What follows belongs to an exercise in optimizing a design on an open flow for small area and a short achievable clock period; a production flow would make more cautious choices. At most, simulation tests tie the RTL to the original design; equivalence was not proved.

==> build 18 <==
Design joltage_select_sum, start of the top module:
module joltage_select_sum #(
  parameter int MAX_K = 12,
  parameter int VAL_W = 40,
  parameter int SUM_W = 64,
  parameter int CNT_W = 32,
  localparam int KW   = $clog2(MAX_K+1)
)(
  input  logic             clk,
  input  logic             rst_n,
  input  logic [KW-1:0]    k_sel,
  input  logic [3:0]       in_digit,
  input  logic             in_last,
  input  logic             in_valid,
  output logic             in_ready,
  input  logic             sum_clr,
  output logic             line_valid,
  output logic [VAL_W-1:0] line_value,
  output logic             line_short,
  output logic [SUM_W-1:0] sum_out,
  output logic [CNT_W-1:0] lines_done,
  output logic [2:0]       error
);
==> flow/config.mk <==
export PLATFORM = sky130hd
export DESIGN_NAME = joltage_select_sum
export DESIGN_NICKNAME = joltage_select_sum
export VERILOG_FILES = /design/flow/design.v
export SDC_FILE = /design/flow/constraint.sdc
export NUM_CORES = 4
export LEC_CHECK = 0
export CAP_MARGIN = 20
export CORE_MARGIN = 2
export CORE_UTILIZATION = 55
export SETUP_SLACK_MARGIN = 4.5
export SLEW_MARGIN = 20
==> flow/constraint.sdc <==
create_clock -name core_clock -period 9.0 [get_ports {clk}]
set_input_delay 1.8000 -clock core_clock [delete_from_list [all_inputs] [get_ports {clk}]]
set_output_delay 1.8000 -clock core_clock [all_outputs]
set_load 0.01 [all_outputs]
run.sh (not shown) runs the stock make flow with config.mk's settings and CLKGATE_MAP_FILE= SYNTH_SCRIPT=/design/flow/synth_recipe.tcl, a recipe that flattens the netlist after the stock synthesis.
==> inputs of build 64, as changes to build 18 <==
--- a/flow/design.v
+++ b/flow/design.v
@@ -16,55 +16,52 @@
   output logic             line_valid,
   output logic [VAL_W-1:0] line_value,
   output logic             line_short,
   output logic [SUM_W-1:0] sum_out,
   output logic [CNT_W-1:0] lines_done,
   output logic [2:0]       error
 );
   logic [MAX_K-1:0][3:0] dig, cand;
-  logic [MAX_K-1:1] shf_q, asc_nxt, shf_nxt;
-  logic [VAL_W:0]   val_a, val_b, va_nxt, vb_nxt, csa_s, csa_c;
-  logic [VAL_W-1:0] val;
-  logic [KW-1:0]    cnt, k_r, k_nxt;
+  logic [MAX_K-1:2] asc_q, asc_nxt;
+  logic [VAL_W-1:0] val_a, val_b, va_nxt, vb_nxt, val;
+  logic [KW-1:0]    cnt, k_r;
   logic             live, fin, in_line;
   logic             acc, upd, clr, dig_ok, k_ok, short_l, add_ok;
+  logic [MAX_K-1:1] shf;
   logic [VAL_W:0]   add_lo;
   logic [SUM_W-1:0] sum_nxt;
   logic             carry;
   logic [CNT_W-1:0] lines_nxt;
   logic [2:0]       err_set;
   assign in_ready = live && !fin;
   assign acc      = in_valid && in_ready;
   assign dig_ok   = (in_digit <= 4'd9);
   assign upd      = acc && dig_ok;
   assign clr      = fin || !live;
   assign k_ok     = (k_sel != '0) && (k_sel <= KW'(MAX_K));
   assign short_l  = (cnt < k_r);
   assign add_ok   = fin && !short_l;
-  assign k_nxt = in_line ? k_r : (k_ok ? k_sel : KW'(MAX_K));
   always_comb begin
-    cand[0] = (shf_q[1] || in_digit > dig[0]) ? in_digit : dig[0];
+    shf[MAX_K-1] = asc_q[MAX_K-1];
+    for (int j = MAX_K-2; j >= 2; j--)
+      shf[j] = shf[j+1] | asc_q[j];
+    shf[1] = shf[2] | ((KW'(1) < k_r) && (dig[1] < dig[0]));
+    cand[0] = (shf[1] || in_digit > dig[0]) ? in_digit : dig[0];
     for (int j = 1; j < MAX_K; j++)
-      cand[j] = shf_q[j] ? dig[j-1] : dig[j];
-    for (int j = 1; j < MAX_K; j++)
-      asc_nxt[j] = (KW'(j) < k_nxt) && (cand[j] < cand[j-1]);
-    shf_nxt[MAX_K-1] = asc_nxt[MAX_K-1];
-    for (int j = MAX_K-2; j >= 1; j--)
-      shf_nxt[j] = shf_nxt[j+1] | asc_nxt[j];
+      cand[j] = shf[j] ? dig[j-1] : dig[j];
+    for (int j = 2; j < MAX_K; j++)
+      asc_nxt[j] = (KW'(j) < k_r) && (cand[j] < cand[j-1]);
   end
   jss_bcd2bin u_conv (.d(cand), .va(va_nxt), .vb(vb_nxt));
   assign line_valid = fin;
   assign line_short = fin && short_l;
   assign line_value = add_ok ? val : '0;
-  jss_cpa_bk #(.W(VAL_W)) u_val (.a(val_a[VAL_W-1:0]), .b(val_b[VAL_W-1:0]), .s(val));
-  assign csa_s = {1'b0, sum_out[VAL_W-1:0]} ^ val_a ^ val_b;
-  assign csa_c = {(sum_out[VAL_W-1:0] & val_a[VAL_W-1:0]) | (sum_out[VAL_W-1:0] & val_b[VAL_W-1:0]) |
-                   (val_a[VAL_W-1:0] & val_b[VAL_W-1:0]), 1'b0};
-  jss_cpa_bk #(.W(VAL_W+1)) u_add (.a(csa_s), .b(csa_c), .s(add_lo));
+  jss_cpa_bk #(.W(VAL_W)) u_val (.a(val_a), .b(val_b), .s(val));
+  jss_cpa_bk #(.W(VAL_W+1)) u_add (.a({1'b0, sum_out[VAL_W-1:0]}), .b({1'b0, val}), .s(add_lo));
   jss_inc #(.W(SUM_W-VAL_W)) u_inc_hi (.a(sum_out[SUM_W-1:VAL_W]), .ci(add_lo[VAL_W]), .s(sum_nxt[SUM_W-1:VAL_W]), .co(carry));
   assign sum_nxt[VAL_W-1:0] = add_lo[VAL_W-1:0];
   jss_inc #(.W(CNT_W)) u_inc_lines (.a(lines_done), .ci(1'b1), .s(lines_nxt), .co());
   assign err_set = {add_ok && carry,
                     (fin && short_l) || (acc && !in_line && !k_ok),
                     acc && !dig_ok};
   always_ff @(posedge clk or negedge rst_n) begin
     if (!rst_n) begin
@@ -74,23 +71,23 @@
       live <= 1'b1;
       fin  <= acc && in_last;
     end
   end
   always_ff @(posedge clk) begin
     if (clr) begin
       in_line <= 1'b0;
       dig     <= '0;
-      shf_q   <= '0;
+      asc_q   <= '0;
       cnt     <= '0;
     end else begin
       if (acc) in_line <= !in_last;
       if (upd) begin
         dig   <= cand;
-        shf_q <= shf_nxt;
+        asc_q <= asc_nxt;
         if (cnt != KW'(MAX_K)) cnt <= cnt + 1'b1;
       end
     end
   end
   always_ff @(posedge clk) begin
     if (acc && !in_line) k_r <= k_ok ? k_sel : KW'(MAX_K);
     if (upd) begin
       val_a <= va_nxt;
@@ -127,17 +124,17 @@
       for (int i = 0; i < W; i++)
         if ((i >> l) & 1) p[l+1][i] = p[l][i] & p[l][((i >> l) << l) - 1];
         else              p[l+1][i] = p[l][i];
     s[0] = a[0] ^ ci;
     for (int i = 1; i < W; i++) s[i] = a[i] ^ (ci & p[L][i-1]);
     co = ci & p[L][W-1];
   end
 endmodule
-module jss_bcd2bin (input logic [47:0] d, output logic [40:0] va, output logic [40:0] vb);
+module jss_bcd2bin (input logic [47:0] d, output logic [39:0] va, output logic [39:0] vb);
   wire w1 = d[5] | d[7];
   wire w2 = d[1] ^ d[4];
   wire w3 = d[1] & d[4];
   wire w4 = w3 ^ d[2] ^ d[5];
   wire w5 = (w3 & d[2]) | (w3 & d[5]) | (d[2] & d[5]);
   wire w6 = w5 ^ d[3] ^ d[6];
   wire w7 = (w5 & d[3]) | (w5 & d[6]) | (d[3] & d[6]);
   wire w8 = w6 ^ d[4];
@@ -657,18 +654,18 @@
   wire w522 = (w422 & w423) | (w520 & w89);
   wire w523 = w424 ^ 1'b1;
   wire w524 = w523 ^ w85;
   wire w525 = (w424 & 1'b1) | (w523 & w85);
   wire w526 = 1'b1 ^ w87;
   wire w527 = 1'b1 & w87;
   wire w528 = 1'b1 ^ w89;
   wire w529 = 1'b1 & w89;
-  wire [40:0] ra = {1'b1, w528, w526, w524, w521, w518, w515, w512, w509, w506, w503, w500, w497, w494, w491, w488, w485, w482, w479, w476, w473, w470, w467, w464, w461, w458, w455, w452, w449, w446, w443, w440, w437, w434, w431, w428, w10, w8, w4, w2, d[0]};
-  wire [40:0] rb = {w529, w527, w525, w522, w519, w516, w513, w510, w507, w504, w501, w498, w495, w492, w489, w486, w483, w480, w477, w474, w471, w468, w465, w462, w459, w456, w453, w450, w447, w444, w441, w438, w435, w432, w429, w426, w425, w17, d[8], 1'b0, 1'b0};
+  wire [39:0] ra = {w528, w526, w524, w521, w518, w515, w512, w509, w506, w503, w500, w497, w494, w491, w488, w485, w482, w479, w476, w473, w470, w467, w464, w461, w458, w455, w452, w449, w446, w443, w440, w437, w434, w431, w428, w10, w8, w4, w2, d[0]};
+  wire [39:0] rb = {w527, w525, w522, w519, w516, w513, w510, w507, w504, w501, w498, w495, w492, w489, w486, w483, w480, w477, w474, w471, w468, w465, w462, w459, w456, w453, w450, w447, w444, w441, w438, w435, w432, w429, w426, w425, w17, d[8], 1'b0, 1'b0};
   assign va = ra;
   assign vb = rb;
 endmodule
 module jss_cpa_sklansky #(parameter int W = 40) (input logic [W-1:0] a, b, output logic [W-1:0] s);
   localparam int L = $clog2(W);
   logic [W-1:0] g [0:L];
   logic [W-1:0] p [0:L];
   always_comb begin
==> flow/config.mk (replaced) <==
export PLATFORM = sky130hd
export DESIGN_NAME = joltage_select_sum
export DESIGN_NICKNAME = joltage_select_sum
export VERILOG_FILES = /design/flow/design.v
export SDC_FILE = /design/flow/constraint.sdc
export NUM_CORES = 4
export LEC_CHECK = 0
export CAP_MARGIN = 20
export CORE_MARGIN = 2
export CORE_UTILIZATION = 55
export SETUP_SLACK_MARGIN = 3.5
export SLEW_MARGIN = 20
==> inputs of trial 44, as changes to build 18 <==
==> flow/config.mk (replaced) <==
export PLATFORM = sky130hd
export DESIGN_NAME = joltage_select_sum
export DESIGN_NICKNAME = joltage_select_sum
export VERILOG_FILES = /design/flow/design.v
export SDC_FILE = /design/flow/constraint.sdc
export NUM_CORES = 4
export LEC_CHECK = 0
export CAP_MARGIN = 20
export CORE_MARGIN = 2
export CORE_UTILIZATION = 55
export SETUP_SLACK_MARGIN = 3.5
export SLEW_MARGIN = 20
==> comparison <==
The lowest hold slack belongs to trial 44, the highest to build 64. Between trial 44 and build 64, the lower critical path depth is in trial 44 (gap 5). The highest fmax belongs to build 18, the lowest to build 64. Sequential share of layout area: trial 44 > build 64 > build 18. Of build 18 and trial 44, build 18 has the higher utilization (gap 7.8 points).
For build 18 and trial 44, only the layout was checked, not whether the RTL still works.

[static timing again, ports no longer ideal]
Ports are ideal in the flow. The routed layouts listed here were re-timed in OpenROAD. Step 1 assumes that a clkbuf_16 drives the clock port and a buf_2 every other input. Step 2 moves the port delays by t, midway between the first and last clock arrival at a register: inputs arrive t later, outputs are due t later. That takes back most of the time a late clock gives input paths. a / b / c = ideal ports / drivers / drivers and shift; a / b = the first two.
run | t, ns | slack for setup (ns) | cell pins on the clock port's net
build 18 | 0.629 | 3.665 / 3.604 / 3.230 | 1
build 64 | 0.595 | 2.821 / 2.768 / 3.159 | 1
trial 44 | 0.608 | 3.572 / 3.519 / 3.108 | 1
After both steps setup and hold are still met in every run listed. For trial 44, which loses most, drivers alone change the setup slack by -0.053 ns; drivers and shift together by -0.464 ns.
